Background: an optimization exercise with open tools, aiming at small area, a short achievable clock period and few clock cycles per item. Do not read the settings as production practice. Only simulation tests tie the RTL to the original design; equivalence was not proved. Power is estimated from default activity; no workload was simulated.

**config.mk**
```make
export PLATFORM = sky130hd
export DESIGN_NAME = calc_top
export DESIGN_NICKNAME = calc_top
export VERILOG_FILES = /design/flow/design.v
export SDC_FILE = /design/flow/constraint.sdc
export NUM_CORES = 4
export LEC_CHECK = 0
export CAP_MARGIN = 20
export CORE_MARGIN = 2
export CORE_UTILIZATION = 40
export SETUP_SLACK_MARGIN = 2.5
export SLEW_MARGIN = 20
export SYNTH_HIERARCHICAL = 1
export SYNTH_MINIMUM_KEEP_SIZE = 0
```
**constraint.sdc**
```tcl
create_clock -name core_clock -period 5.0 [get_ports {c_clk}]
set_input_delay 1.0000 -clock core_clock [delete_from_list [all_inputs] [get_ports {c_clk}]]
set_output_delay 1.0000 -clock core_clock [all_outputs]
set_load 0.01 [all_outputs]
```
**design.v**
```verilog
`timescale 1ns/10ps
module unit_dispatch (
	input  wire                    s_a,
	input  wire                    s_ar,
	input  wire                    s_b,
	input  wire                    s_c,
	input  wire                    s_cn,
	input  wire [32-1:0] a,
	input  wire [32-1:0] ar,
	input  wire [32-1:0] nb,
	input  wire [32-1:0] c,
	output reg  [32-1:0] y
);
	integer k;
	always @(*)
		for (k = 0; k < 32; k = k + 1)
			y[k] = (s_a & a[k]) | (s_ar & ar[32-1-k]) | (s_b & ~nb[k])
				| (s_c & c[k]) | (s_cn & ~c[k]);
endmodule
`timescale 1ns/10ps
module add_sub_unit (
	input  wire [32-1:0] a,
	input  wire [32-1:0] b,
	input  wire                    ci,
	output wire [32-1:0] s,
	output wire                    co
);
	wire [31:0] g0, t0;    
	wire [31:0] g1, t1;    
	wire [31:0] g2, t2;    
	wire [31:0] g3, t3;    
	wire [31:0] g4, t4;    
	wire [31:0] g5, t5;    
	wire [31:0] p;
	genvar i;
	calc_nmaj3 u_g0 (.a(a[0]), .b(b[0]), .c(ci), .y(g0[0]));
	calc_nor2  u_t0 (.a(a[0]), .b(b[0]), .y(t0[0]));
	calc_xor2  u_p0 (.a(a[0]), .b(b[0]), .y(p[0]));
	generate
		for (i = 1; i < 32; i = i + 1) begin : g_bit
			calc_nand2 u_g (.a(a[i]), .b(b[i]), .y(g0[i]));
			calc_nor2  u_t (.a(a[i]), .b(b[i]), .y(t0[i]));
			calc_xor2  u_p (.a(a[i]), .b(b[i]), .y(p[i]));
		end
	endgenerate
	calc_inv   u_g1_0 (.a(g0[0]), .y(g1[0]));
	assign t1[0] = 1'b0;
	calc_oai21 u_g1_1 (.a1(t0[1]), .a2(g0[0]), .b(g0[1]), .y(g1[1]));
	assign t1[1] = 1'b0;
	calc_oai21 u_g1_2 (.a1(t0[2]), .a2(g0[1]), .b(g0[2]), .y(g1[2]));
	calc_nor2  u_t1_2 (.a(t0[2]), .b(t0[1]), .y(t1[2]));
	calc_oai21 u_g1_3 (.a1(t0[3]), .a2(g0[2]), .b(g0[3]), .y(g1[3]));
	calc_nor2  u_t1_3 (.a(t0[3]), .b(t0[2]), .y(t1[3]));
	calc_oai21 u_g1_4 (.a1(t0[4]), .a2(g0[3]), .b(g0[4]), .y(g1[4]));
	calc_nor2  u_t1_4 (.a(t0[4]), .b(t0[3]), .y(t1[4]));
	calc_oai21 u_g1_5 (.a1(t0[5]), .a2(g0[4]), .b(g0[5]), .y(g1[5]));
	calc_nor2  u_t1_5 (.a(t0[5]), .b(t0[4]), .y(t1[5]));
	calc_oai21 u_g1_6 (.a1(t0[6]), .a2(g0[5]), .b(g0[6]), .y(g1[6]));
	calc_nor2  u_t1_6 (.a(t0[6]), .b(t0[5]), .y(t1[6]));
	calc_oai21 u_g1_7 (.a1(t0[7]), .a2(g0[6]), .b(g0[7]), .y(g1[7]));
	calc_nor2  u_t1_7 (.a(t0[7]), .b(t0[6]), .y(t1[7]));
	calc_oai21 u_g1_8 (.a1(t0[8]), .a2(g0[7]), .b(g0[8]), .y(g1[8]));
	calc_nor2  u_t1_8 (.a(t0[8]), .b(t0[7]), .y(t1[8]));
	calc_oai21 u_g1_9 (.a1(t0[9]), .a2(g0[8]), .b(g0[9]), .y(g1[9]));
	calc_nor2  u_t1_9 (.a(t0[9]), .b(t0[8]), .y(t1[9]));
	calc_oai21 u_g1_10 (.a1(t0[10]), .a2(g0[9]), .b(g0[10]), .y(g1[10]));
	calc_nor2  u_t1_10 (.a(t0[10]), .b(t0[9]), .y(t1[10]));
	calc_oai21 u_g1_11 (.a1(t0[11]), .a2(g0[10]), .b(g0[11]), .y(g1[11]));
	calc_nor2  u_t1_11 (.a(t0[11]), .b(t0[10]), .y(t1[11]));
	calc_oai21 u_g1_12 (.a1(t0[12]), .a2(g0[11]), .b(g0[12]), .y(g1[12]));
	calc_nor2  u_t1_12 (.a(t0[12]), .b(t0[11]), .y(t1[12]));
	calc_oai21 u_g1_13 (.a1(t0[13]), .a2(g0[12]), .b(g0[13]), .y(g1[13]));
	calc_nor2  u_t1_13 (.a(t0[13]), .b(t0[12]), .y(t1[13]));
	calc_oai21 u_g1_14 (.a1(t0[14]), .a2(g0[13]), .b(g0[14]), .y(g1[14]));
	calc_nor2  u_t1_14 (.a(t0[14]), .b(t0[13]), .y(t1[14]));
	calc_oai21 u_g1_15 (.a1(t0[15]), .a2(g0[14]), .b(g0[15]), .y(g1[15]));
	calc_nor2  u_t1_15 (.a(t0[15]), .b(t0[14]), .y(t1[15]));
	calc_oai21 u_g1_16 (.a1(t0[16]), .a2(g0[15]), .b(g0[16]), .y(g1[16]));
	calc_nor2  u_t1_16 (.a(t0[16]), .b(t0[15]), .y(t1[16]));
	calc_oai21 u_g1_17 (.a1(t0[17]), .a2(g0[16]), .b(g0[17]), .y(g1[17]));
	calc_nor2  u_t1_17 (.a(t0[17]), .b(t0[16]), .y(t1[17]));
	calc_oai21 u_g1_18 (.a1(t0[18]), .a2(g0[17]), .b(g0[18]), .y(g1[18]));
	calc_nor2  u_t1_18 (.a(t0[18]), .b(t0[17]), .y(t1[18]));
	calc_oai21 u_g1_19 (.a1(t0[19]), .a2(g0[18]), .b(g0[19]), .y(g1[19]));
	calc_nor2  u_t1_19 (.a(t0[19]), .b(t0[18]), .y(t1[19]));
	calc_oai21 u_g1_20 (.a1(t0[20]), .a2(g0[19]), .b(g0[20]), .y(g1[20]));
	calc_nor2  u_t1_20 (.a(t0[20]), .b(t0[19]), .y(t1[20]));
	calc_oai21 u_g1_21 (.a1(t0[21]), .a2(g0[20]), .b(g0[21]), .y(g1[21]));
	calc_nor2  u_t1_21 (.a(t0[21]), .b(t0[20]), .y(t1[21]));
	calc_oai21 u_g1_22 (.a1(t0[22]), .a2(g0[21]), .b(g0[22]), .y(g1[22]));
	calc_nor2  u_t1_22 (.a(t0[22]), .b(t0[21]), .y(t1[22]));
	calc_oai21 u_g1_23 (.a1(t0[23]), .a2(g0[22]), .b(g0[23]), .y(g1[23]));
	calc_nor2  u_t1_23 (.a(t0[23]), .b(t0[22]), .y(t1[23]));
	calc_oai21 u_g1_24 (.a1(t0[24]), .a2(g0[23]), .b(g0[24]), .y(g1[24]));
	calc_nor2  u_t1_24 (.a(t0[24]), .b(t0[23]), .y(t1[24]));
	calc_oai21 u_g1_25 (.a1(t0[25]), .a2(g0[24]), .b(g0[25]), .y(g1[25]));
	calc_nor2  u_t1_25 (.a(t0[25]), .b(t0[24]), .y(t1[25]));
	calc_oai21 u_g1_26 (.a1(t0[26]), .a2(g0[25]), .b(g0[26]), .y(g1[26]));
	calc_nor2  u_t1_26 (.a(t0[26]), .b(t0[25]), .y(t1[26]));
	calc_oai21 u_g1_27 (.a1(t0[27]), .a2(g0[26]), .b(g0[27]), .y(g1[27]));
	calc_nor2  u_t1_27 (.a(t0[27]), .b(t0[26]), .y(t1[27]));
	calc_oai21 u_g1_28 (.a1(t0[28]), .a2(g0[27]), .b(g0[28]), .y(g1[28]));
	calc_nor2  u_t1_28 (.a(t0[28]), .b(t0[27]), .y(t1[28]));
	calc_oai21 u_g1_29 (.a1(t0[29]), .a2(g0[28]), .b(g0[29]), .y(g1[29]));
	calc_nor2  u_t1_29 (.a(t0[29]), .b(t0[28]), .y(t1[29]));
	calc_oai21 u_g1_30 (.a1(t0[30]), .a2(g0[29]), .b(g0[30]), .y(g1[30]));
	calc_nor2  u_t1_30 (.a(t0[30]), .b(t0[29]), .y(t1[30]));
	calc_oai21 u_g1_31 (.a1(t0[31]), .a2(g0[30]), .b(g0[31]), .y(g1[31]));
	calc_nor2  u_t1_31 (.a(t0[31]), .b(t0[30]), .y(t1[31]));
	calc_inv   u_g2_0 (.a(g1[0]), .y(g2[0]));
	assign t2[0] = 1'b1;
	calc_inv   u_g2_1 (.a(g1[1]), .y(g2[1]));
	assign t2[1] = 1'b1;
	calc_aoi21 u_g2_2 (.a1(t1[2]), .a2(g1[0]), .b(g1[2]), .y(g2[2]));
	assign t2[2] = 1'b1;
	calc_aoi21 u_g2_3 (.a1(t1[3]), .a2(g1[1]), .b(g1[3]), .y(g2[3]));
	assign t2[3] = 1'b1;
	calc_aoi21 u_g2_4 (.a1(t1[4]), .a2(g1[2]), .b(g1[4]), .y(g2[4]));
	calc_nand2 u_t2_4 (.a(t1[4]), .b(t1[2]), .y(t2[4]));
	calc_aoi21 u_g2_5 (.a1(t1[5]), .a2(g1[3]), .b(g1[5]), .y(g2[5]));
	calc_nand2 u_t2_5 (.a(t1[5]), .b(t1[3]), .y(t2[5]));
	calc_aoi21 u_g2_6 (.a1(t1[6]), .a2(g1[4]), .b(g1[6]), .y(g2[6]));
	calc_nand2 u_t2_6 (.a(t1[6]), .b(t1[4]), .y(t2[6]));
	calc_aoi21 u_g2_7 (.a1(t1[7]), .a2(g1[5]), .b(g1[7]), .y(g2[7]));
	calc_nand2 u_t2_7 (.a(t1[7]), .b(t1[5]), .y(t2[7]));
	calc_aoi21 u_g2_8 (.a1(t1[8]), .a2(g1[6]), .b(g1[8]), .y(g2[8]));
	calc_nand2 u_t2_8 (.a(t1[8]), .b(t1[6]), .y(t2[8]));
	calc_aoi21 u_g2_9 (.a1(t1[9]), .a2(g1[7]), .b(g1[9]), .y(g2[9]));
	calc_nand2 u_t2_9 (.a(t1[9]), .b(t1[7]), .y(t2[9]));
	calc_aoi21 u_g2_10 (.a1(t1[10]), .a2(g1[8]), .b(g1[10]), .y(g2[10]));
	calc_nand2 u_t2_10 (.a(t1[10]), .b(t1[8]), .y(t2[10]));
	calc_aoi21 u_g2_11 (.a1(t1[11]), .a2(g1[9]), .b(g1[11]), .y(g2[11]));
	calc_nand2 u_t2_11 (.a(t1[11]), .b(t1[9]), .y(t2[11]));
	calc_aoi21 u_g2_12 (.a1(t1[12]), .a2(g1[10]), .b(g1[12]), .y(g2[12]));
	calc_nand2 u_t2_12 (.a(t1[12]), .b(t1[10]), .y(t2[12]));
	calc_aoi21 u_g2_13 (.a1(t1[13]), .a2(g1[11]), .b(g1[13]), .y(g2[13]));
	calc_nand2 u_t2_13 (.a(t1[13]), .b(t1[11]), .y(t2[13]));
	calc_aoi21 u_g2_14 (.a1(t1[14]), .a2(g1[12]), .b(g1[14]), .y(g2[14]));
	calc_nand2 u_t2_14 (.a(t1[14]), .b(t1[12]), .y(t2[14]));
	calc_aoi21 u_g2_15 (.a1(t1[15]), .a2(g1[13]), .b(g1[15]), .y(g2[15]));
	calc_nand2 u_t2_15 (.a(t1[15]), .b(t1[13]), .y(t2[15]));
	calc_aoi21 u_g2_16 (.a1(t1[16]), .a2(g1[14]), .b(g1[16]), .y(g2[16]));
	calc_nand2 u_t2_16 (.a(t1[16]), .b(t1[14]), .y(t2[16]));
	calc_aoi21 u_g2_17 (.a1(t1[17]), .a2(g1[15]), .b(g1[17]), .y(g2[17]));
	calc_nand2 u_t2_17 (.a(t1[17]), .b(t1[15]), .y(t2[17]));
	calc_aoi21 u_g2_18 (.a1(t1[18]), .a2(g1[16]), .b(g1[18]), .y(g2[18]));
	calc_nand2 u_t2_18 (.a(t1[18]), .b(t1[16]), .y(t2[18]));
	calc_aoi21 u_g2_19 (.a1(t1[19]), .a2(g1[17]), .b(g1[19]), .y(g2[19]));
	calc_nand2 u_t2_19 (.a(t1[19]), .b(t1[17]), .y(t2[19]));
	calc_aoi21 u_g2_20 (.a1(t1[20]), .a2(g1[18]), .b(g1[20]), .y(g2[20]));
	calc_nand2 u_t2_20 (.a(t1[20]), .b(t1[18]), .y(t2[20]));
	calc_aoi21 u_g2_21 (.a1(t1[21]), .a2(g1[19]), .b(g1[21]), .y(g2[21]));
	calc_nand2 u_t2_21 (.a(t1[21]), .b(t1[19]), .y(t2[21]));
	calc_aoi21 u_g2_22 (.a1(t1[22]), .a2(g1[20]), .b(g1[22]), .y(g2[22]));
	calc_nand2 u_t2_22 (.a(t1[22]), .b(t1[20]), .y(t2[22]));
	calc_aoi21 u_g2_23 (.a1(t1[23]), .a2(g1[21]), .b(g1[23]), .y(g2[23]));
	calc_nand2 u_t2_23 (.a(t1[23]), .b(t1[21]), .y(t2[23]));
	calc_aoi21 u_g2_24 (.a1(t1[24]), .a2(g1[22]), .b(g1[24]), .y(g2[24]));
	calc_nand2 u_t2_24 (.a(t1[24]), .b(t1[22]), .y(t2[24]));
	calc_aoi21 u_g2_25 (.a1(t1[25]), .a2(g1[23]), .b(g1[25]), .y(g2[25]));
	calc_nand2 u_t2_25 (.a(t1[25]), .b(t1[23]), .y(t2[25]));
	calc_aoi21 u_g2_26 (.a1(t1[26]), .a2(g1[24]), .b(g1[26]), .y(g2[26]));
	calc_nand2 u_t2_26 (.a(t1[26]), .b(t1[24]), .y(t2[26]));
	calc_aoi21 u_g2_27 (.a1(t1[27]), .a2(g1[25]), .b(g1[27]), .y(g2[27]));
	calc_nand2 u_t2_27 (.a(t1[27]), .b(t1[25]), .y(t2[27]));
	calc_aoi21 u_g2_28 (.a1(t1[28]), .a2(g1[26]), .b(g1[28]), .y(g2[28]));
	calc_nand2 u_t2_28 (.a(t1[28]), .b(t1[26]), .y(t2[28]));
	calc_aoi21 u_g2_29 (.a1(t1[29]), .a2(g1[27]), .b(g1[29]), .y(g2[29]));
	calc_nand2 u_t2_29 (.a(t1[29]), .b(t1[27]), .y(t2[29]));
	calc_aoi21 u_g2_30 (.a1(t1[30]), .a2(g1[28]), .b(g1[30]), .y(g2[30]));
	calc_nand2 u_t2_30 (.a(t1[30]), .b(t1[28]), .y(t2[30]));
	calc_aoi21 u_g2_31 (.a1(t1[31]), .a2(g1[29]), .b(g1[31]), .y(g2[31]));
	calc_nand2 u_t2_31 (.a(t1[31]), .b(t1[29]), .y(t2[31]));
	calc_inv   u_g3_0 (.a(g2[0]), .y(g3[0]));
	assign t3[0] = 1'b0;
	calc_inv   u_g3_1 (.a(g2[1]), .y(g3[1]));
	assign t3[1] = 1'b0;
	calc_inv   u_g3_2 (.a(g2[2]), .y(g3[2]));
	assign t3[2] = 1'b0;
	calc_inv   u_g3_3 (.a(g2[3]), .y(g3[3]));
	assign t3[3] = 1'b0;
	calc_oai21 u_g3_4 (.a1(t2[4]), .a2(g2[0]), .b(g2[4]), .y(g3[4]));
	assign t3[4] = 1'b0;
	calc_oai21 u_g3_5 (.a1(t2[5]), .a2(g2[1]), .b(g2[5]), .y(g3[5]));
	assign t3[5] = 1'b0;
	calc_oai21 u_g3_6 (.a1(t2[6]), .a2(g2[2]), .b(g2[6]), .y(g3[6]));
	assign t3[6] = 1'b0;
	calc_oai21 u_g3_7 (.a1(t2[7]), .a2(g2[3]), .b(g2[7]), .y(g3[7]));
	assign t3[7] = 1'b0;
	calc_oai21 u_g3_8 (.a1(t2[8]), .a2(g2[4]), .b(g2[8]), .y(g3[8]));
	calc_nor2  u_t3_8 (.a(t2[8]), .b(t2[4]), .y(t3[8]));
	calc_oai21 u_g3_9 (.a1(t2[9]), .a2(g2[5]), .b(g2[9]), .y(g3[9]));
	calc_nor2  u_t3_9 (.a(t2[9]), .b(t2[5]), .y(t3[9]));
	calc_oai21 u_g3_10 (.a1(t2[10]), .a2(g2[6]), .b(g2[10]), .y(g3[10]));
	calc_nor2  u_t3_10 (.a(t2[10]), .b(t2[6]), .y(t3[10]));
	calc_oai21 u_g3_11 (.a1(t2[11]), .a2(g2[7]), .b(g2[11]), .y(g3[11]));
	calc_nor2  u_t3_11 (.a(t2[11]), .b(t2[7]), .y(t3[11]));
	calc_oai21 u_g3_12 (.a1(t2[12]), .a2(g2[8]), .b(g2[12]), .y(g3[12]));
	calc_nor2  u_t3_12 (.a(t2[12]), .b(t2[8]), .y(t3[12]));
	calc_oai21 u_g3_13 (.a1(t2[13]), .a2(g2[9]), .b(g2[13]), .y(g3[13]));
	calc_nor2  u_t3_13 (.a(t2[13]), .b(t2[9]), .y(t3[13]));
	calc_oai21 u_g3_14 (.a1(t2[14]), .a2(g2[10]), .b(g2[14]), .y(g3[14]));
	calc_nor2  u_t3_14 (.a(t2[14]), .b(t2[10]), .y(t3[14]));
	calc_oai21 u_g3_15 (.a1(t2[15]), .a2(g2[11]), .b(g2[15]), .y(g3[15]));
	calc_nor2  u_t3_15 (.a(t2[15]), .b(t2[11]), .y(t3[15]));
	calc_oai21 u_g3_16 (.a1(t2[16]), .a2(g2[12]), .b(g2[16]), .y(g3[16]));
	calc_nor2  u_t3_16 (.a(t2[16]), .b(t2[12]), .y(t3[16]));
	calc_oai21 u_g3_17 (.a1(t2[17]), .a2(g2[13]), .b(g2[17]), .y(g3[17]));
	calc_nor2  u_t3_17 (.a(t2[17]), .b(t2[13]), .y(t3[17]));
	calc_oai21 u_g3_18 (.a1(t2[18]), .a2(g2[14]), .b(g2[18]), .y(g3[18]));
	calc_nor2  u_t3_18 (.a(t2[18]), .b(t2[14]), .y(t3[18]));
	calc_oai21 u_g3_19 (.a1(t2[19]), .a2(g2[15]), .b(g2[19]), .y(g3[19]));
	calc_nor2  u_t3_19 (.a(t2[19]), .b(t2[15]), .y(t3[19]));
	calc_oai21 u_g3_20 (.a1(t2[20]), .a2(g2[16]), .b(g2[20]), .y(g3[20]));
	calc_nor2  u_t3_20 (.a(t2[20]), .b(t2[16]), .y(t3[20]));
	calc_oai21 u_g3_21 (.a1(t2[21]), .a2(g2[17]), .b(g2[21]), .y(g3[21]));
	calc_nor2  u_t3_21 (.a(t2[21]), .b(t2[17]), .y(t3[21]));
	calc_oai21 u_g3_22 (.a1(t2[22]), .a2(g2[18]), .b(g2[22]), .y(g3[22]));
	calc_nor2  u_t3_22 (.a(t2[22]), .b(t2[18]), .y(t3[22]));
	calc_oai21 u_g3_23 (.a1(t2[23]), .a2(g2[19]), .b(g2[23]), .y(g3[23]));
	calc_nor2  u_t3_23 (.a(t2[23]), .b(t2[19]), .y(t3[23]));
	calc_oai21 u_g3_24 (.a1(t2[24]), .a2(g2[20]), .b(g2[24]), .y(g3[24]));
	calc_nor2  u_t3_24 (.a(t2[24]), .b(t2[20]), .y(t3[24]));
	calc_oai21 u_g3_25 (.a1(t2[25]), .a2(g2[21]), .b(g2[25]), .y(g3[25]));
	calc_nor2  u_t3_25 (.a(t2[25]), .b(t2[21]), .y(t3[25]));
	calc_oai21 u_g3_26 (.a1(t2[26]), .a2(g2[22]), .b(g2[26]), .y(g3[26]));
	calc_nor2  u_t3_26 (.a(t2[26]), .b(t2[22]), .y(t3[26]));
	calc_oai21 u_g3_27 (.a1(t2[27]), .a2(g2[23]), .b(g2[27]), .y(g3[27]));
	calc_nor2  u_t3_27 (.a(t2[27]), .b(t2[23]), .y(t3[27]));
	calc_oai21 u_g3_28 (.a1(t2[28]), .a2(g2[24]), .b(g2[28]), .y(g3[28]));
	calc_nor2  u_t3_28 (.a(t2[28]), .b(t2[24]), .y(t3[28]));
	calc_oai21 u_g3_29 (.a1(t2[29]), .a2(g2[25]), .b(g2[29]), .y(g3[29]));
	calc_nor2  u_t3_29 (.a(t2[29]), .b(t2[25]), .y(t3[29]));
	calc_oai21 u_g3_30 (.a1(t2[30]), .a2(g2[26]), .b(g2[30]), .y(g3[30]));
	calc_nor2  u_t3_30 (.a(t2[30]), .b(t2[26]), .y(t3[30]));
	calc_oai21 u_g3_31 (.a1(t2[31]), .a2(g2[27]), .b(g2[31]), .y(g3[31]));
	calc_nor2  u_t3_31 (.a(t2[31]), .b(t2[27]), .y(t3[31]));
	calc_inv   u_g4_0 (.a(g3[0]), .y(g4[0]));
	assign t4[0] = 1'b1;
	calc_inv   u_g4_1 (.a(g3[1]), .y(g4[1]));
	assign t4[1] = 1'b1;
	calc_inv   u_g4_2 (.a(g3[2]), .y(g4[2]));
	assign t4[2] = 1'b1;
	calc_inv   u_g4_3 (.a(g3[3]), .y(g4[3]));
	assign t4[3] = 1'b1;
	calc_inv   u_g4_4 (.a(g3[4]), .y(g4[4]));
	assign t4[4] = 1'b1;
	calc_inv   u_g4_5 (.a(g3[5]), .y(g4[5]));
	assign t4[5] = 1'b1;
	calc_inv   u_g4_6 (.a(g3[6]), .y(g4[6]));
	assign t4[6] = 1'b1;
	calc_inv   u_g4_7 (.a(g3[7]), .y(g4[7]));
	assign t4[7] = 1'b1;
	calc_aoi21 u_g4_8 (.a1(t3[8]), .a2(g3[0]), .b(g3[8]), .y(g4[8]));
	assign t4[8] = 1'b1;
	calc_aoi21 u_g4_9 (.a1(t3[9]), .a2(g3[1]), .b(g3[9]), .y(g4[9]));
	assign t4[9] = 1'b1;
	calc_aoi21 u_g4_10 (.a1(t3[10]), .a2(g3[2]), .b(g3[10]), .y(g4[10]));
	assign t4[10] = 1'b1;
	calc_aoi21 u_g4_11 (.a1(t3[11]), .a2(g3[3]), .b(g3[11]), .y(g4[11]));
	assign t4[11] = 1'b1;
	calc_aoi21 u_g4_12 (.a1(t3[12]), .a2(g3[4]), .b(g3[12]), .y(g4[12]));
	assign t4[12] = 1'b1;
	calc_aoi21 u_g4_13 (.a1(t3[13]), .a2(g3[5]), .b(g3[13]), .y(g4[13]));
	assign t4[13] = 1'b1;
	calc_aoi21 u_g4_14 (.a1(t3[14]), .a2(g3[6]), .b(g3[14]), .y(g4[14]));
	assign t4[14] = 1'b1;
	calc_aoi21 u_g4_15 (.a1(t3[15]), .a2(g3[7]), .b(g3[15]), .y(g4[15]));
	assign t4[15] = 1'b1;
	calc_aoi21 u_g4_16 (.a1(t3[16]), .a2(g3[8]), .b(g3[16]), .y(g4[16]));
	calc_nand2 u_t4_16 (.a(t3[16]), .b(t3[8]), .y(t4[16]));
	calc_aoi21 u_g4_17 (.a1(t3[17]), .a2(g3[9]), .b(g3[17]), .y(g4[17]));
	calc_nand2 u_t4_17 (.a(t3[17]), .b(t3[9]), .y(t4[17]));
	calc_aoi21 u_g4_18 (.a1(t3[18]), .a2(g3[10]), .b(g3[18]), .y(g4[18]));
	calc_nand2 u_t4_18 (.a(t3[18]), .b(t3[10]), .y(t4[18]));
	calc_aoi21 u_g4_19 (.a1(t3[19]), .a2(g3[11]), .b(g3[19]), .y(g4[19]));
	calc_nand2 u_t4_19 (.a(t3[19]), .b(t3[11]), .y(t4[19]));
	calc_aoi21 u_g4_20 (.a1(t3[20]), .a2(g3[12]), .b(g3[20]), .y(g4[20]));
	calc_nand2 u_t4_20 (.a(t3[20]), .b(t3[12]), .y(t4[20]));
	calc_aoi21 u_g4_21 (.a1(t3[21]), .a2(g3[13]), .b(g3[21]), .y(g4[21]));
	calc_nand2 u_t4_21 (.a(t3[21]), .b(t3[13]), .y(t4[21]));
	calc_aoi21 u_g4_22 (.a1(t3[22]), .a2(g3[14]), .b(g3[22]), .y(g4[22]));
	calc_nand2 u_t4_22 (.a(t3[22]), .b(t3[14]), .y(t4[22]));
	calc_aoi21 u_g4_23 (.a1(t3[23]), .a2(g3[15]), .b(g3[23]), .y(g4[23]));
	calc_nand2 u_t4_23 (.a(t3[23]), .b(t3[15]), .y(t4[23]));
	calc_aoi21 u_g4_24 (.a1(t3[24]), .a2(g3[16]), .b(g3[24]), .y(g4[24]));
	calc_nand2 u_t4_24 (.a(t3[24]), .b(t3[16]), .y(t4[24]));
	calc_aoi21 u_g4_25 (.a1(t3[25]), .a2(g3[17]), .b(g3[25]), .y(g4[25]));
	calc_nand2 u_t4_25 (.a(t3[25]), .b(t3[17]), .y(t4[25]));
	calc_aoi21 u_g4_26 (.a1(t3[26]), .a2(g3[18]), .b(g3[26]), .y(g4[26]));
	calc_nand2 u_t4_26 (.a(t3[26]), .b(t3[18]), .y(t4[26]));
	calc_aoi21 u_g4_27 (.a1(t3[27]), .a2(g3[19]), .b(g3[27]), .y(g4[27]));
	calc_nand2 u_t4_27 (.a(t3[27]), .b(t3[19]), .y(t4[27]));
	calc_aoi21 u_g4_28 (.a1(t3[28]), .a2(g3[20]), .b(g3[28]), .y(g4[28]));
	calc_nand2 u_t4_28 (.a(t3[28]), .b(t3[20]), .y(t4[28]));
	calc_aoi21 u_g4_29 (.a1(t3[29]), .a2(g3[21]), .b(g3[29]), .y(g4[29]));
	calc_nand2 u_t4_29 (.a(t3[29]), .b(t3[21]), .y(t4[29]));
	calc_aoi21 u_g4_30 (.a1(t3[30]), .a2(g3[22]), .b(g3[30]), .y(g4[30]));
	calc_nand2 u_t4_30 (.a(t3[30]), .b(t3[22]), .y(t4[30]));
	calc_aoi21 u_g4_31 (.a1(t3[31]), .a2(g3[23]), .b(g3[31]), .y(g4[31]));
	calc_nand2 u_t4_31 (.a(t3[31]), .b(t3[23]), .y(t4[31]));
	calc_inv   u_g5_0 (.a(g4[0]), .y(g5[0]));
	assign t5[0] = 1'b0;
	calc_inv   u_g5_1 (.a(g4[1]), .y(g5[1]));
	assign t5[1] = 1'b0;
	calc_inv   u_g5_2 (.a(g4[2]), .y(g5[2]));
	assign t5[2] = 1'b0;
	calc_inv   u_g5_3 (.a(g4[3]), .y(g5[3]));
	assign t5[3] = 1'b0;
	calc_inv   u_g5_4 (.a(g4[4]), .y(g5[4]));
	assign t5[4] = 1'b0;
	calc_inv   u_g5_5 (.a(g4[5]), .y(g5[5]));
	assign t5[5] = 1'b0;
	calc_inv   u_g5_6 (.a(g4[6]), .y(g5[6]));
	assign t5[6] = 1'b0;
	calc_inv   u_g5_7 (.a(g4[7]), .y(g5[7]));
	assign t5[7] = 1'b0;
	calc_inv   u_g5_8 (.a(g4[8]), .y(g5[8]));
	assign t5[8] = 1'b0;
	calc_inv   u_g5_9 (.a(g4[9]), .y(g5[9]));
	assign t5[9] = 1'b0;
	calc_inv   u_g5_10 (.a(g4[10]), .y(g5[10]));
	assign t5[10] = 1'b0;
	calc_inv   u_g5_11 (.a(g4[11]), .y(g5[11]));
	assign t5[11] = 1'b0;
	calc_inv   u_g5_12 (.a(g4[12]), .y(g5[12]));
	assign t5[12] = 1'b0;
	calc_inv   u_g5_13 (.a(g4[13]), .y(g5[13]));
	assign t5[13] = 1'b0;
	calc_inv   u_g5_14 (.a(g4[14]), .y(g5[14]));
	assign t5[14] = 1'b0;
	calc_inv   u_g5_15 (.a(g4[15]), .y(g5[15]));
	assign t5[15] = 1'b0;
	calc_oai21 u_g5_16 (.a1(t4[16]), .a2(g4[0]), .b(g4[16]), .y(g5[16]));
	assign t5[16] = 1'b0;
	calc_oai21 u_g5_17 (.a1(t4[17]), .a2(g4[1]), .b(g4[17]), .y(g5[17]));
	assign t5[17] = 1'b0;
	calc_oai21 u_g5_18 (.a1(t4[18]), .a2(g4[2]), .b(g4[18]), .y(g5[18]));
	assign t5[18] = 1'b0;
	calc_oai21 u_g5_19 (.a1(t4[19]), .a2(g4[3]), .b(g4[19]), .y(g5[19]));
	assign t5[19] = 1'b0;
	calc_oai21 u_g5_20 (.a1(t4[20]), .a2(g4[4]), .b(g4[20]), .y(g5[20]));
	assign t5[20] = 1'b0;
	calc_oai21 u_g5_21 (.a1(t4[21]), .a2(g4[5]), .b(g4[21]), .y(g5[21]));
	assign t5[21] = 1'b0;
	calc_oai21 u_g5_22 (.a1(t4[22]), .a2(g4[6]), .b(g4[22]), .y(g5[22]));
	assign t5[22] = 1'b0;
	calc_oai21 u_g5_23 (.a1(t4[23]), .a2(g4[7]), .b(g4[23]), .y(g5[23]));
	assign t5[23] = 1'b0;
	calc_oai21 u_g5_24 (.a1(t4[24]), .a2(g4[8]), .b(g4[24]), .y(g5[24]));
	assign t5[24] = 1'b0;
	calc_oai21 u_g5_25 (.a1(t4[25]), .a2(g4[9]), .b(g4[25]), .y(g5[25]));
	assign t5[25] = 1'b0;
	calc_oai21 u_g5_26 (.a1(t4[26]), .a2(g4[10]), .b(g4[26]), .y(g5[26]));
	assign t5[26] = 1'b0;
	calc_oai21 u_g5_27 (.a1(t4[27]), .a2(g4[11]), .b(g4[27]), .y(g5[27]));
	assign t5[27] = 1'b0;
	calc_oai21 u_g5_28 (.a1(t4[28]), .a2(g4[12]), .b(g4[28]), .y(g5[28]));
	assign t5[28] = 1'b0;
	calc_oai21 u_g5_29 (.a1(t4[29]), .a2(g4[13]), .b(g4[29]), .y(g5[29]));
	assign t5[29] = 1'b0;
	calc_oai21 u_g5_30 (.a1(t4[30]), .a2(g4[14]), .b(g4[30]), .y(g5[30]));
	assign t5[30] = 1'b0;
	calc_oai21 u_g5_31 (.a1(t4[31]), .a2(g4[15]), .b(g4[31]), .y(g5[31]));
	assign t5[31] = 1'b0;
	calc_xor2 u_s0 (.a(p[0]), .b(ci), .y(s[0]));
	generate
		for (i = 1; i < 32; i = i + 1) begin : g_sum
			calc_xor2 u_s (.a(p[i]), .b(g5[i-1]), .y(s[i]));
		end
	endgenerate
	assign co = g5[31];
endmodule
module calc_inv (input wire a, output wire y);
	assign y = ~a;
endmodule
module calc_nand2 (input wire a, input wire b, output wire y);
	assign y = ~(a & b);
endmodule
module calc_nmaj3 (input wire a, input wire b, input wire c, output wire y);
	assign y = ~((a & b) | (a & c) | (b & c));
endmodule
module calc_nor2 (input wire a, input wire b, output wire y);
	assign y = ~(a | b);
endmodule
module calc_xor2 (input wire a, input wire b, output wire y);
	assign y = a ^ b;
endmodule
module calc_aoi21 (input wire a1, input wire a2, input wire b, output wire y);
	assign y = ~((a1 & a2) | b);
endmodule
module calc_oai21 (input wire a1, input wire a2, input wire b, output wire y);
	assign y = ~((a1 | a2) & b);
endmodule
`timescale 1ns/10ps
module shift_unit (
	input  wire [32-1:0]  a,
	input  wire [5-1:0] n,
	output wire [32-1:0]  ny
);
	wire [31:0] x0;    
	wire [31:0] x1;    
	wire [31:0] x2;    
	wire [31:0] x3;    
	wire [31:0] x4;    
	wire [31:0] x5;    
	assign x0 = a;
	calc_orn   u_m0_0 (.s(n[0]), .a(x0[0]), .y(x1[0]));
	calc_mux2i u_m0_1 (.a(x0[1]), .b(x0[0]), .s(n[0]), .y(x1[1]));
	calc_mux2i u_m0_2 (.a(x0[2]), .b(x0[1]), .s(n[0]), .y(x1[2]));
	calc_mux2i u_m0_3 (.a(x0[3]), .b(x0[2]), .s(n[0]), .y(x1[3]));
	calc_mux2i u_m0_4 (.a(x0[4]), .b(x0[3]), .s(n[0]), .y(x1[4]));
	calc_mux2i u_m0_5 (.a(x0[5]), .b(x0[4]), .s(n[0]), .y(x1[5]));
	calc_mux2i u_m0_6 (.a(x0[6]), .b(x0[5]), .s(n[0]), .y(x1[6]));
	calc_mux2i u_m0_7 (.a(x0[7]), .b(x0[6]), .s(n[0]), .y(x1[7]));
	calc_mux2i u_m0_8 (.a(x0[8]), .b(x0[7]), .s(n[0]), .y(x1[8]));
	calc_mux2i u_m0_9 (.a(x0[9]), .b(x0[8]), .s(n[0]), .y(x1[9]));
	calc_mux2i u_m0_10 (.a(x0[10]), .b(x0[9]), .s(n[0]), .y(x1[10]));
	calc_mux2i u_m0_11 (.a(x0[11]), .b(x0[10]), .s(n[0]), .y(x1[11]));
	calc_mux2i u_m0_12 (.a(x0[12]), .b(x0[11]), .s(n[0]), .y(x1[12]));
	calc_mux2i u_m0_13 (.a(x0[13]), .b(x0[12]), .s(n[0]), .y(x1[13]));
	calc_mux2i u_m0_14 (.a(x0[14]), .b(x0[13]), .s(n[0]), .y(x1[14]));
	calc_mux2i u_m0_15 (.a(x0[15]), .b(x0[14]), .s(n[0]), .y(x1[15]));
	calc_mux2i u_m0_16 (.a(x0[16]), .b(x0[15]), .s(n[0]), .y(x1[16]));
	calc_mux2i u_m0_17 (.a(x0[17]), .b(x0[16]), .s(n[0]), .y(x1[17]));
	calc_mux2i u_m0_18 (.a(x0[18]), .b(x0[17]), .s(n[0]), .y(x1[18]));
	calc_mux2i u_m0_19 (.a(x0[19]), .b(x0[18]), .s(n[0]), .y(x1[19]));
	calc_mux2i u_m0_20 (.a(x0[20]), .b(x0[19]), .s(n[0]), .y(x1[20]));
	calc_mux2i u_m0_21 (.a(x0[21]), .b(x0[20]), .s(n[0]), .y(x1[21]));
	calc_mux2i u_m0_22 (.a(x0[22]), .b(x0[21]), .s(n[0]), .y(x1[22]));
	calc_mux2i u_m0_23 (.a(x0[23]), .b(x0[22]), .s(n[0]), .y(x1[23]));
	calc_mux2i u_m0_24 (.a(x0[24]), .b(x0[23]), .s(n[0]), .y(x1[24]));
	calc_mux2i u_m0_25 (.a(x0[25]), .b(x0[24]), .s(n[0]), .y(x1[25]));
	calc_mux2i u_m0_26 (.a(x0[26]), .b(x0[25]), .s(n[0]), .y(x1[26]));
	calc_mux2i u_m0_27 (.a(x0[27]), .b(x0[26]), .s(n[0]), .y(x1[27]));
	calc_mux2i u_m0_28 (.a(x0[28]), .b(x0[27]), .s(n[0]), .y(x1[28]));
	calc_mux2i u_m0_29 (.a(x0[29]), .b(x0[28]), .s(n[0]), .y(x1[29]));
	calc_mux2i u_m0_30 (.a(x0[30]), .b(x0[29]), .s(n[0]), .y(x1[30]));
	calc_mux2i u_m0_31 (.a(x0[31]), .b(x0[30]), .s(n[0]), .y(x1[31]));
	calc_nor2  u_m1_0 (.a(n[1]), .b(x1[0]), .y(x2[0]));
	calc_nor2  u_m1_1 (.a(n[1]), .b(x1[1]), .y(x2[1]));
	calc_mux2i u_m1_2 (.a(x1[2]), .b(x1[0]), .s(n[1]), .y(x2[2]));
	calc_mux2i u_m1_3 (.a(x1[3]), .b(x1[1]), .s(n[1]), .y(x2[3]));
	calc_mux2i u_m1_4 (.a(x1[4]), .b(x1[2]), .s(n[1]), .y(x2[4]));
	calc_mux2i u_m1_5 (.a(x1[5]), .b(x1[3]), .s(n[1]), .y(x2[5]));
	calc_mux2i u_m1_6 (.a(x1[6]), .b(x1[4]), .s(n[1]), .y(x2[6]));
	calc_mux2i u_m1_7 (.a(x1[7]), .b(x1[5]), .s(n[1]), .y(x2[7]));
	calc_mux2i u_m1_8 (.a(x1[8]), .b(x1[6]), .s(n[1]), .y(x2[8]));
	calc_mux2i u_m1_9 (.a(x1[9]), .b(x1[7]), .s(n[1]), .y(x2[9]));
	calc_mux2i u_m1_10 (.a(x1[10]), .b(x1[8]), .s(n[1]), .y(x2[10]));
	calc_mux2i u_m1_11 (.a(x1[11]), .b(x1[9]), .s(n[1]), .y(x2[11]));
	calc_mux2i u_m1_12 (.a(x1[12]), .b(x1[10]), .s(n[1]), .y(x2[12]));
	calc_mux2i u_m1_13 (.a(x1[13]), .b(x1[11]), .s(n[1]), .y(x2[13]));
	calc_mux2i u_m1_14 (.a(x1[14]), .b(x1[12]), .s(n[1]), .y(x2[14]));
	calc_mux2i u_m1_15 (.a(x1[15]), .b(x1[13]), .s(n[1]), .y(x2[15]));
	calc_mux2i u_m1_16 (.a(x1[16]), .b(x1[14]), .s(n[1]), .y(x2[16]));
	calc_mux2i u_m1_17 (.a(x1[17]), .b(x1[15]), .s(n[1]), .y(x2[17]));
	calc_mux2i u_m1_18 (.a(x1[18]), .b(x1[16]), .s(n[1]), .y(x2[18]));
	calc_mux2i u_m1_19 (.a(x1[19]), .b(x1[17]), .s(n[1]), .y(x2[19]));
	calc_mux2i u_m1_20 (.a(x1[20]), .b(x1[18]), .s(n[1]), .y(x2[20]));
	calc_mux2i u_m1_21 (.a(x1[21]), .b(x1[19]), .s(n[1]), .y(x2[21]));
	calc_mux2i u_m1_22 (.a(x1[22]), .b(x1[20]), .s(n[1]), .y(x2[22]));
	calc_mux2i u_m1_23 (.a(x1[23]), .b(x1[21]), .s(n[1]), .y(x2[23]));
	calc_mux2i u_m1_24 (.a(x1[24]), .b(x1[22]), .s(n[1]), .y(x2[24]));
	calc_mux2i u_m1_25 (.a(x1[25]), .b(x1[23]), .s(n[1]), .y(x2[25]));
	calc_mux2i u_m1_26 (.a(x1[26]), .b(x1[24]), .s(n[1]), .y(x2[26]));
	calc_mux2i u_m1_27 (.a(x1[27]), .b(x1[25]), .s(n[1]), .y(x2[27]));
	calc_mux2i u_m1_28 (.a(x1[28]), .b(x1[26]), .s(n[1]), .y(x2[28]));
	calc_mux2i u_m1_29 (.a(x1[29]), .b(x1[27]), .s(n[1]), .y(x2[29]));
	calc_mux2i u_m1_30 (.a(x1[30]), .b(x1[28]), .s(n[1]), .y(x2[30]));
	calc_mux2i u_m1_31 (.a(x1[31]), .b(x1[29]), .s(n[1]), .y(x2[31]));
	calc_orn   u_m2_0 (.s(n[2]), .a(x2[0]), .y(x3[0]));
	calc_orn   u_m2_1 (.s(n[2]), .a(x2[1]), .y(x3[1]));
	calc_orn   u_m2_2 (.s(n[2]), .a(x2[2]), .y(x3[2]));
	calc_orn   u_m2_3 (.s(n[2]), .a(x2[3]), .y(x3[3]));
	calc_mux2i u_m2_4 (.a(x2[4]), .b(x2[0]), .s(n[2]), .y(x3[4]));
	calc_mux2i u_m2_5 (.a(x2[5]), .b(x2[1]), .s(n[2]), .y(x3[5]));
	calc_mux2i u_m2_6 (.a(x2[6]), .b(x2[2]), .s(n[2]), .y(x3[6]));
	calc_mux2i u_m2_7 (.a(x2[7]), .b(x2[3]), .s(n[2]), .y(x3[7]));
	calc_mux2i u_m2_8 (.a(x2[8]), .b(x2[4]), .s(n[2]), .y(x3[8]));
	calc_mux2i u_m2_9 (.a(x2[9]), .b(x2[5]), .s(n[2]), .y(x3[9]));
	calc_mux2i u_m2_10 (.a(x2[10]), .b(x2[6]), .s(n[2]), .y(x3[10]));
	calc_mux2i u_m2_11 (.a(x2[11]), .b(x2[7]), .s(n[2]), .y(x3[11]));
	calc_mux2i u_m2_12 (.a(x2[12]), .b(x2[8]), .s(n[2]), .y(x3[12]));
	calc_mux2i u_m2_13 (.a(x2[13]), .b(x2[9]), .s(n[2]), .y(x3[13]));
	calc_mux2i u_m2_14 (.a(x2[14]), .b(x2[10]), .s(n[2]), .y(x3[14]));
	calc_mux2i u_m2_15 (.a(x2[15]), .b(x2[11]), .s(n[2]), .y(x3[15]));
	calc_mux2i u_m2_16 (.a(x2[16]), .b(x2[12]), .s(n[2]), .y(x3[16]));
	calc_mux2i u_m2_17 (.a(x2[17]), .b(x2[13]), .s(n[2]), .y(x3[17]));
	calc_mux2i u_m2_18 (.a(x2[18]), .b(x2[14]), .s(n[2]), .y(x3[18]));
	calc_mux2i u_m2_19 (.a(x2[19]), .b(x2[15]), .s(n[2]), .y(x3[19]));
	calc_mux2i u_m2_20 (.a(x2[20]), .b(x2[16]), .s(n[2]), .y(x3[20]));
	calc_mux2i u_m2_21 (.a(x2[21]), .b(x2[17]), .s(n[2]), .y(x3[21]));
	calc_mux2i u_m2_22 (.a(x2[22]), .b(x2[18]), .s(n[2]), .y(x3[22]));
	calc_mux2i u_m2_23 (.a(x2[23]), .b(x2[19]), .s(n[2]), .y(x3[23]));
	calc_mux2i u_m2_24 (.a(x2[24]), .b(x2[20]), .s(n[2]), .y(x3[24]));
	calc_mux2i u_m2_25 (.a(x2[25]), .b(x2[21]), .s(n[2]), .y(x3[25]));
	calc_mux2i u_m2_26 (.a(x2[26]), .b(x2[22]), .s(n[2]), .y(x3[26]));
	calc_mux2i u_m2_27 (.a(x2[27]), .b(x2[23]), .s(n[2]), .y(x3[27]));
	calc_mux2i u_m2_28 (.a(x2[28]), .b(x2[24]), .s(n[2]), .y(x3[28]));
	calc_mux2i u_m2_29 (.a(x2[29]), .b(x2[25]), .s(n[2]), .y(x3[29]));
	calc_mux2i u_m2_30 (.a(x2[30]), .b(x2[26]), .s(n[2]), .y(x3[30]));
	calc_mux2i u_m2_31 (.a(x2[31]), .b(x2[27]), .s(n[2]), .y(x3[31]));
	calc_nor2  u_m3_0 (.a(n[3]), .b(x3[0]), .y(x4[0]));
	calc_nor2  u_m3_1 (.a(n[3]), .b(x3[1]), .y(x4[1]));
	calc_nor2  u_m3_2 (.a(n[3]), .b(x3[2]), .y(x4[2]));
	calc_nor2  u_m3_3 (.a(n[3]), .b(x3[3]), .y(x4[3]));
	calc_nor2  u_m3_4 (.a(n[3]), .b(x3[4]), .y(x4[4]));
	calc_nor2  u_m3_5 (.a(n[3]), .b(x3[5]), .y(x4[5]));
	calc_nor2  u_m3_6 (.a(n[3]), .b(x3[6]), .y(x4[6]));
	calc_nor2  u_m3_7 (.a(n[3]), .b(x3[7]), .y(x4[7]));
	calc_mux2i u_m3_8 (.a(x3[8]), .b(x3[0]), .s(n[3]), .y(x4[8]));
	calc_mux2i u_m3_9 (.a(x3[9]), .b(x3[1]), .s(n[3]), .y(x4[9]));
	calc_mux2i u_m3_10 (.a(x3[10]), .b(x3[2]), .s(n[3]), .y(x4[10]));
	calc_mux2i u_m3_11 (.a(x3[11]), .b(x3[3]), .s(n[3]), .y(x4[11]));
	calc_mux2i u_m3_12 (.a(x3[12]), .b(x3[4]), .s(n[3]), .y(x4[12]));
	calc_mux2i u_m3_13 (.a(x3[13]), .b(x3[5]), .s(n[3]), .y(x4[13]));
	calc_mux2i u_m3_14 (.a(x3[14]), .b(x3[6]), .s(n[3]), .y(x4[14]));
	calc_mux2i u_m3_15 (.a(x3[15]), .b(x3[7]), .s(n[3]), .y(x4[15]));
	calc_mux2i u_m3_16 (.a(x3[16]), .b(x3[8]), .s(n[3]), .y(x4[16]));
	calc_mux2i u_m3_17 (.a(x3[17]), .b(x3[9]), .s(n[3]), .y(x4[17]));
	calc_mux2i u_m3_18 (.a(x3[18]), .b(x3[10]), .s(n[3]), .y(x4[18]));
	calc_mux2i u_m3_19 (.a(x3[19]), .b(x3[11]), .s(n[3]), .y(x4[19]));
	calc_mux2i u_m3_20 (.a(x3[20]), .b(x3[12]), .s(n[3]), .y(x4[20]));
	calc_mux2i u_m3_21 (.a(x3[21]), .b(x3[13]), .s(n[3]), .y(x4[21]));
	calc_mux2i u_m3_22 (.a(x3[22]), .b(x3[14]), .s(n[3]), .y(x4[22]));
	calc_mux2i u_m3_23 (.a(x3[23]), .b(x3[15]), .s(n[3]), .y(x4[23]));
	calc_mux2i u_m3_24 (.a(x3[24]), .b(x3[16]), .s(n[3]), .y(x4[24]));
	calc_mux2i u_m3_25 (.a(x3[25]), .b(x3[17]), .s(n[3]), .y(x4[25]));
	calc_mux2i u_m3_26 (.a(x3[26]), .b(x3[18]), .s(n[3]), .y(x4[26]));
	calc_mux2i u_m3_27 (.a(x3[27]), .b(x3[19]), .s(n[3]), .y(x4[27]));
	calc_mux2i u_m3_28 (.a(x3[28]), .b(x3[20]), .s(n[3]), .y(x4[28]));
	calc_mux2i u_m3_29 (.a(x3[29]), .b(x3[21]), .s(n[3]), .y(x4[29]));
	calc_mux2i u_m3_30 (.a(x3[30]), .b(x3[22]), .s(n[3]), .y(x4[30]));
	calc_mux2i u_m3_31 (.a(x3[31]), .b(x3[23]), .s(n[3]), .y(x4[31]));
	calc_orn   u_m4_0 (.s(n[4]), .a(x4[0]), .y(x5[0]));
	calc_orn   u_m4_1 (.s(n[4]), .a(x4[1]), .y(x5[1]));
	calc_orn   u_m4_2 (.s(n[4]), .a(x4[2]), .y(x5[2]));
	calc_orn   u_m4_3 (.s(n[4]), .a(x4[3]), .y(x5[3]));
	calc_orn   u_m4_4 (.s(n[4]), .a(x4[4]), .y(x5[4]));
	calc_orn   u_m4_5 (.s(n[4]), .a(x4[5]), .y(x5[5]));
	calc_orn   u_m4_6 (.s(n[4]), .a(x4[6]), .y(x5[6]));
	calc_orn   u_m4_7 (.s(n[4]), .a(x4[7]), .y(x5[7]));
	calc_orn   u_m4_8 (.s(n[4]), .a(x4[8]), .y(x5[8]));
	calc_orn   u_m4_9 (.s(n[4]), .a(x4[9]), .y(x5[9]));
	calc_orn   u_m4_10 (.s(n[4]), .a(x4[10]), .y(x5[10]));
	calc_orn   u_m4_11 (.s(n[4]), .a(x4[11]), .y(x5[11]));
	calc_orn   u_m4_12 (.s(n[4]), .a(x4[12]), .y(x5[12]));
	calc_orn   u_m4_13 (.s(n[4]), .a(x4[13]), .y(x5[13]));
	calc_orn   u_m4_14 (.s(n[4]), .a(x4[14]), .y(x5[14]));
	calc_orn   u_m4_15 (.s(n[4]), .a(x4[15]), .y(x5[15]));
	calc_mux2i u_m4_16 (.a(x4[16]), .b(x4[0]), .s(n[4]), .y(x5[16]));
	calc_mux2i u_m4_17 (.a(x4[17]), .b(x4[1]), .s(n[4]), .y(x5[17]));
	calc_mux2i u_m4_18 (.a(x4[18]), .b(x4[2]), .s(n[4]), .y(x5[18]));
	calc_mux2i u_m4_19 (.a(x4[19]), .b(x4[3]), .s(n[4]), .y(x5[19]));
	calc_mux2i u_m4_20 (.a(x4[20]), .b(x4[4]), .s(n[4]), .y(x5[20]));
	calc_mux2i u_m4_21 (.a(x4[21]), .b(x4[5]), .s(n[4]), .y(x5[21]));
	calc_mux2i u_m4_22 (.a(x4[22]), .b(x4[6]), .s(n[4]), .y(x5[22]));
	calc_mux2i u_m4_23 (.a(x4[23]), .b(x4[7]), .s(n[4]), .y(x5[23]));
	calc_mux2i u_m4_24 (.a(x4[24]), .b(x4[8]), .s(n[4]), .y(x5[24]));
	calc_mux2i u_m4_25 (.a(x4[25]), .b(x4[9]), .s(n[4]), .y(x5[25]));
	calc_mux2i u_m4_26 (.a(x4[26]), .b(x4[10]), .s(n[4]), .y(x5[26]));
	calc_mux2i u_m4_27 (.a(x4[27]), .b(x4[11]), .s(n[4]), .y(x5[27]));
	calc_mux2i u_m4_28 (.a(x4[28]), .b(x4[12]), .s(n[4]), .y(x5[28]));
	calc_mux2i u_m4_29 (.a(x4[29]), .b(x4[13]), .s(n[4]), .y(x5[29]));
	calc_mux2i u_m4_30 (.a(x4[30]), .b(x4[14]), .s(n[4]), .y(x5[30]));
	calc_mux2i u_m4_31 (.a(x4[31]), .b(x4[15]), .s(n[4]), .y(x5[31]));
	assign ny = x5;
endmodule
module calc_mux2i (input wire a, input wire b, input wire s, output wire y);
	assign y = ~(s ? b : a);
endmodule
module calc_orn (input wire s, input wire a, output wire y);
	assign y = s | ~a;
endmodule
`timescale 1ns/10ps
module calc_top (
	input  wire                                c_clk,
	input  wire                                rst_n,
	input  wire [4*4-1:0]  in_cmd,
	input  wire [4*32-1:0] in_data,
	output wire [4*2-1:0] out_resp,
	output wire [4*32-1:0] out_data
);
	localparam integer W = 32;
	function automatic [W-1:0] bitrev(input [W-1:0] x);
		integer k;
		for (k = 0; k < W; k = k + 1) bitrev[k] = x[W-1-k];
	endfunction
	genvar i;
	generate
		for (i = 0; i < 4; i = i + 1) begin : g_port
			wire [4-1:0] cmd = in_cmd[i*4 +: 4];
			wire [W-1:0]           din = in_data[i*W +: W];
			reg              op2;      
			reg              k_sub;    
			reg              k_add;    
			reg              k_sh;     
			reg              k_shr;    
			reg  [2-1:0] resp;    
			reg              sel_n;    
			reg              sel_r;    
			reg  [W-1:0]     r;        
			wire [W-1:0]  sum;
			wire          err;
			add_sub_unit u_add (.a(r), .b(din), .ci(1'b0), .s(sum), .co(err));
			wire [W-1:0]  nshl;    
			shift_unit u_shift (.a(r), .n(din[5-1:0]), .ny(nshl));
			wire          start = !op2 && (cmd != 4'd0);
			wire          cap_r = (cmd == 4'd6);
			wire [W-1:0]  r_nxt;
			unit_dispatch u_mux (.s_a(!op2 && !cap_r), .s_ar(!op2 && cap_r), .s_b(op2 && k_sh),
				.s_c(op2 && !k_sh && !k_sub), .s_cn(op2 && k_sub),
				.a(din ^ {W{cmd == 4'd2}}), .ar(din), .nb(nshl), .c(sum), .y(r_nxt));
			always @(posedge c_clk or negedge rst_n) begin
				if (!rst_n) begin
					op2   <= 1'b0;
					resp  <= 2'd0;
					sel_n <= 1'b0;
					sel_r <= 1'b0;
				end else begin
					op2   <= start;
					sel_n <= op2 && ((k_add && !err) || (k_sh && !k_shr));
					sel_r <= op2 && k_shr;
					if (!op2)
						resp <= 2'd0;
					else if (k_add)
						resp <= err ? 2'd2 : 2'd1;
					else if (k_sh)
						resp <= 2'd1;
					else
						resp <= 2'd3;
				end
			end
			always @(posedge c_clk) begin
				k_sub <= (cmd == 4'd2);
				k_add <= (cmd == 4'd1) || (cmd == 4'd2);
				k_sh  <= (cmd == 4'd5) || (cmd == 4'd6);
				k_shr <= (cmd == 4'd6);
				r     <= r_nxt;
			end
			assign out_resp[i*2 +: 2] = resp;
			assign out_data[i*W +: W] = ({W{sel_n}} & r) | ({W{sel_r}} & bitrev(r));
		end
	endgenerate
endmodule
```
**flow/run.sh**
```bash
#!/bin/bash
# The standard layout, except that the input and output ports get a plain
# buf_2 as their buffer instead of the flow's default delay buffer.
set -euo pipefail
export BUFFER_PORTS_ARGS="-buffer_cell sky130_fd_sc_hd__buf_2"
bash standard.sh > standard.log 2>&1
```
**standard.sh**
```bash
#!/bin/bash
# synth_recipe.tcl (not shown) runs the flow's synth.tcl, then flattens the netlist and writes it again
# the make line also repeats each setting of config.mk as NAME=value (left out here)
make -C /OpenROAD-flow-scripts/flow DESIGN_CONFIG=/design/flow/config.mk WORK_HOME=/design/flow/orfs CLKGATE_MAP_FILE= SYNTH_SCRIPT=/design/flow/synth_recipe.tcl "${@:-finish}"
```
==> summary.md <==
| Metric | Value |
|---|---|
| Layout Nets | `3,732` |
| Avg Synthesized Cell Area | `7.546 um^2` |
| Total track usage | `29.77%` |
| Asr flop ratio synth | `12.20%` |
| Routed wire per std cell | `22.51 um` |
| FF+latch count, synth | `164` |
| Worst R2R End | `g_port[1].r[18]` |
| Minimum clock period | `2596 ps` |
| Skew final | `18.30 ps` |
| Largest net degree at the start of global routing | `38` |
| Core ar. | `61,600 um^2` |
| Layout cells sized above 1 | `23.45%` |
| Detailed Route Iter0 Violations | `2,600` |
| Outcome | `complete, no violations` |
| Final HPWL DP | `75,370 um` |
| Rel. slew slack | `37.34%` |
| Final Setup Violations | `0` |
| Die width | `253.3 um` |
| Max Freq | `385.2 MHz` |
| PwrDens | `572.9 nW/um^2` |
| CTS Root Cell | `clkbuf_16` |
| Worst setup path category | `register to output pin` |
| Crit end category | `output pin` |
| Hold path endpoint | `g_port[2].sel_r` |
| Final Hold Fails | `0` |
| CTS max path bufs | `2` |
| Die area | `64,170 um^2` |
| Vias in the first global route | `around 24,000` |
| Num CTS Buffers | `17` |
| Post-synthesis sequential area ratio | `between 10% and 20%` |
| Sequential cell area | `3443 um^2` |
| Final Max Slew Viols | `0` |
| Clock group share of total power | `between 8 and 9%` |
| Switching pwr | `approximately 0.0094 W` |
| Worst-path clk slew | `70 ps` |
| WL met1 | `approximately 44,000 um` |
| Post-synth EDFFs | `0` |
| CTS sink cnt | `between 150 and 200` |
| R2R Setup Slk | `2530 ps` |
| Post-Syn Instances | `3,295` |
| Final WL | `99,840 um` |
| Uppermost layer routed | `met5` |
| Global placer's final weighted congestion | `1.049` |
| Setup TNS | `0 ps` |
| Syn-to-layout area delta | `15.63%` |
| Dominant synthesized flop cell | `dfxtp_1` |
| Combinational power share | `69.3%` |
| Startpoint types | `register` |
| Net Sw Frac | `about 57%` |
| Vias per inst | `between 5 and 6` |
| Overall power consumption | `0.01647 W` |
| Slew @ Worst Pin | `between 900 and 1000 ps` |
| Die height | `253.3 um` |
| Area of the multi-input gates | `20,870 um^2` |
| Internal cell power | `0.007026 W` |
| Diodes inserted | `0` |
| Met3 WL post-DR | `7270 um` |
| Fillers | `between 6,000 and 7,000` |
| Post-Syn Area | `about 25,000 um^2` |
| Port bufs | `281` |
| Initial antenna violation count | `3` |
| Worst endpoint data arrival time | `1600 ps` |
| Grt total ovfl | `0` |
| Clk latency of the worst-skew pair | `520 ps` |
| Hold path depth | `1` |
| Max-cap violations | `0` |
| Via count | `between 20,000 and 30,000` |
| I/O pin count | `about 280` |
| LEAKAGE | `13.16 nW` |
| Pre-antenna DRT Iters | `7` |
| Starting density of the core | `40.36%` |
| Yosys cell types | `34` |
| H-Tree Level Count | `4` |
| Unrepaired setup endpoints after global routing | `true` |
| Hold Path Class | `register to register` |
| Reg power frac | `22.3%` |
| CTS tree | `yes` |
| Final Cycle Share | `51.93%` |
| Row cnt | `91` |
| Peak VDD IR | `0.0003039 V` |
| Register-to-Register Path Depth | `9` |
| First-pass GRT wire length | `146,400 um` |
| ANT nets after route | `0` |
| Crit path required time | `about 4000 ps` |
| Met2 WL | `about 45,000 um` |
| DR DRC count | `0` |
| Worst hold path startpoint | `g_port[2].k_shr` |
| Critical R2R Launch | `g_port[1].r[14]` |
| Crit Path Max Fanout | `13` |
| Yosys warns | `8` |
## cell usage after synthesis (all sizes together), types with 5 or more instances
| master | number | area share [%] |
|---|---|---|
| mux2i | 644 | 26 |
| nand2 | 548 | 8.3 |
| nor2 | 389 | 5.9 |
| xor2 | 384 | 14 |
| o21ai | 304 | 6.1 |
| a21oi | 216 | 7.6 |
| dfxtp | 144 | 12 |
| a22o | 128 | 4.5 |
| inv | 128 | 1.9 |
| o2111ai | 124 | 4.4 |
| nand2b | 95 | 2.4 |
| buf | 76 | 2.8 |
| clkbuf | 25 | 0.38 |
| dfrtp | 20 | 2.0 |
| and2 | 13 | 0.33 |
| nor3b | 8 | 0.24 |
| a21boi | 7 | 0.21 |
| nor2b | 5 | 0.13 |
## repair_timing
item / 4_1_cts / 5_1_grt
setup buffers: 12 / 28
pin swaps: 2 / 22
resized for setup: 60 / 199
hold buffers: 0 / 0
endpoints found under the setup margin: 196 / 209
gates cloned: 0 / 3
## cell families (layout without fill, tap and decap cells)
kind of cell           after synthesis  in the layout  share of synthesized area [%]
AO/OA/AOI/OAI                      792            792                          23.21
XOR/XNOR                           388            388                          14.24
other                                1             12                        0.01508
buffers and inverters              229            522                          5.072
flip-flops                         164            164                          13.61
multiplexers                       644            644                          25.93
AND/OR/NAND/NOR                   1077           1077                          17.93
## cells in the final DEF (no fill, tap or decap), types with 7 or more instances in the layout
master,n
o21ai_2,45
a21boi_0,7
inv_1,128
clkbuf_16,20
and2_1,13
buf_4,56
dfxtp_1,120
nor2_1,274
dfxtp_2,24
buf_2,278
nor2_2,108
dfrtp_4,8
conb_1,12
o21ai_1,257
xor2_2,20
buf_12,21
o2111ai_1,124
dfrtp_1,12
a21oi_2,216
a22o_1,128
nand2_1,548
mux2i_2,9
xor2_1,364
mux2i_1,635
nand2b_1,95
nor2_4,7
## layout make-up
type / count / share of cell area (%)
clock buffers: 21 / 1.567
clock inverters: 11 / 0.3656
inverters: 128 / 1.671
multi-input cells: 2913 / 72.59
flip-flops and latches: 164 / 11.98
well taps: 837 / 3.643
repair buffers: 362 / 8.190
## critical path: stages (launching register included)
cell and delay [ps]:
dfrtp_4 550, buf_12 170, a22o_1 220, buf_2 140
## power groups by stage
stage / Clock [W] / Sequential (W) / Combinational [W]
6_report: 0.00139 / 0.00367 / 0.0114
5_1_grt: 0.00146 / 0.00371 / 0.0123
4_1_cts: 0.00143 / 0.00355 / 0.0108
3_5_place_dp: 0 / 0.00360 / 0.0106
3_3_place_gp: 0 / 0.00360 / 0.0106
2_1_floorplan: 0 / 0.00271 / 0.00820
## flip-flops by register name, indices dropped and copies added, names as in the netlist
signal	flops
g_port.k_add	4
g_port.k_sh	4
g_port.k_shr	4
g_port.k_sub	4
g_port.op2	4
g_port.r	128
g_port.resp	8
g_port.sel_n	4
g_port.sel_r	4
## worst max-delay path by stage
stage	from	to	slack, ps
final	g_port[3].sel_r	out_data[98]	2400
after global routing	g_port[3].sel_r	out_data[112]	2370
after CTS	g_port[3].sel_n	out_data[124]	2390
after detailed placement	in_data[100]	g_port[3].r[29]	1560
after global placement	in_data[100]	g_port[3].r[29]	1590
after floorplan	in_data[0]	g_port[0].r[24]	2580
## layer usage
metal	up-vias	GRT usage [%]
met1	12510	40.52
met2	1122	47.26
met5	-	0
met4	6	10.89
met3	189	4.605
li1	12230	-
## Yosys stat by module (local to each module, per instance), a selection
module / cells inside / cell area [um^2]
unit_dispatch: 143 / 944.7
calc_nand2: 1 / 3.754
calc_aoi21: 1 / 8.758
calc_oai21: 1 / 5.005
calc_inv: 1 / 3.754
calc_top: 539 / 6691
calc_orn: 1 / 6.256
calc_nmaj3: 2 / 12.51
calc_xor2: 1 / 8.758
calc_mux2i: 1 / 10.01
calc_nor2: 1 / 3.754
## through the flow
stage	utilization [%]	hold WS, ps	worst slack [ps]	instances	instance area, um^2
floorplan	-	428.9	2580	3306	24910
global placement	43.78	444.2	1593	4361	26970
detailed placement	43.78	443.5	1562	4361	26970
CTS	45.23	459.3	2386	4405	27860
global route	46.67	473.5	2365	4436	28750
finish	46.67	455.3	2404	4436	28750
Testbench counts, summed over its fixed seeds: cycles 3,208, items 6,400.

static timing again, ports no longer ideal:
Ports are ideal in the flow. The routed layout listed here was re-timed in OpenROAD.
Step 1 assumes that a clkbuf_16 drives the clock port and a buf_2 every other input.
Step 2 times the ports against the registers' clock, not the clock port: input delays grow and output delays shrink by t, the midpoint of the rising clock arrivals with the driver on.
a / b / c = ideal / step 1 / step 2; a / b = the first two.
t, ns: 0.567
setup WS [ns]: 2.404 / 2.343 / 1.948
hold slack, ns: 0.455 / 0.455 / 0.455
After both steps this run still meets setup and hold. The setup slack of this run moves by -0.061 ns with the drivers and by -0.456 ns with both steps.
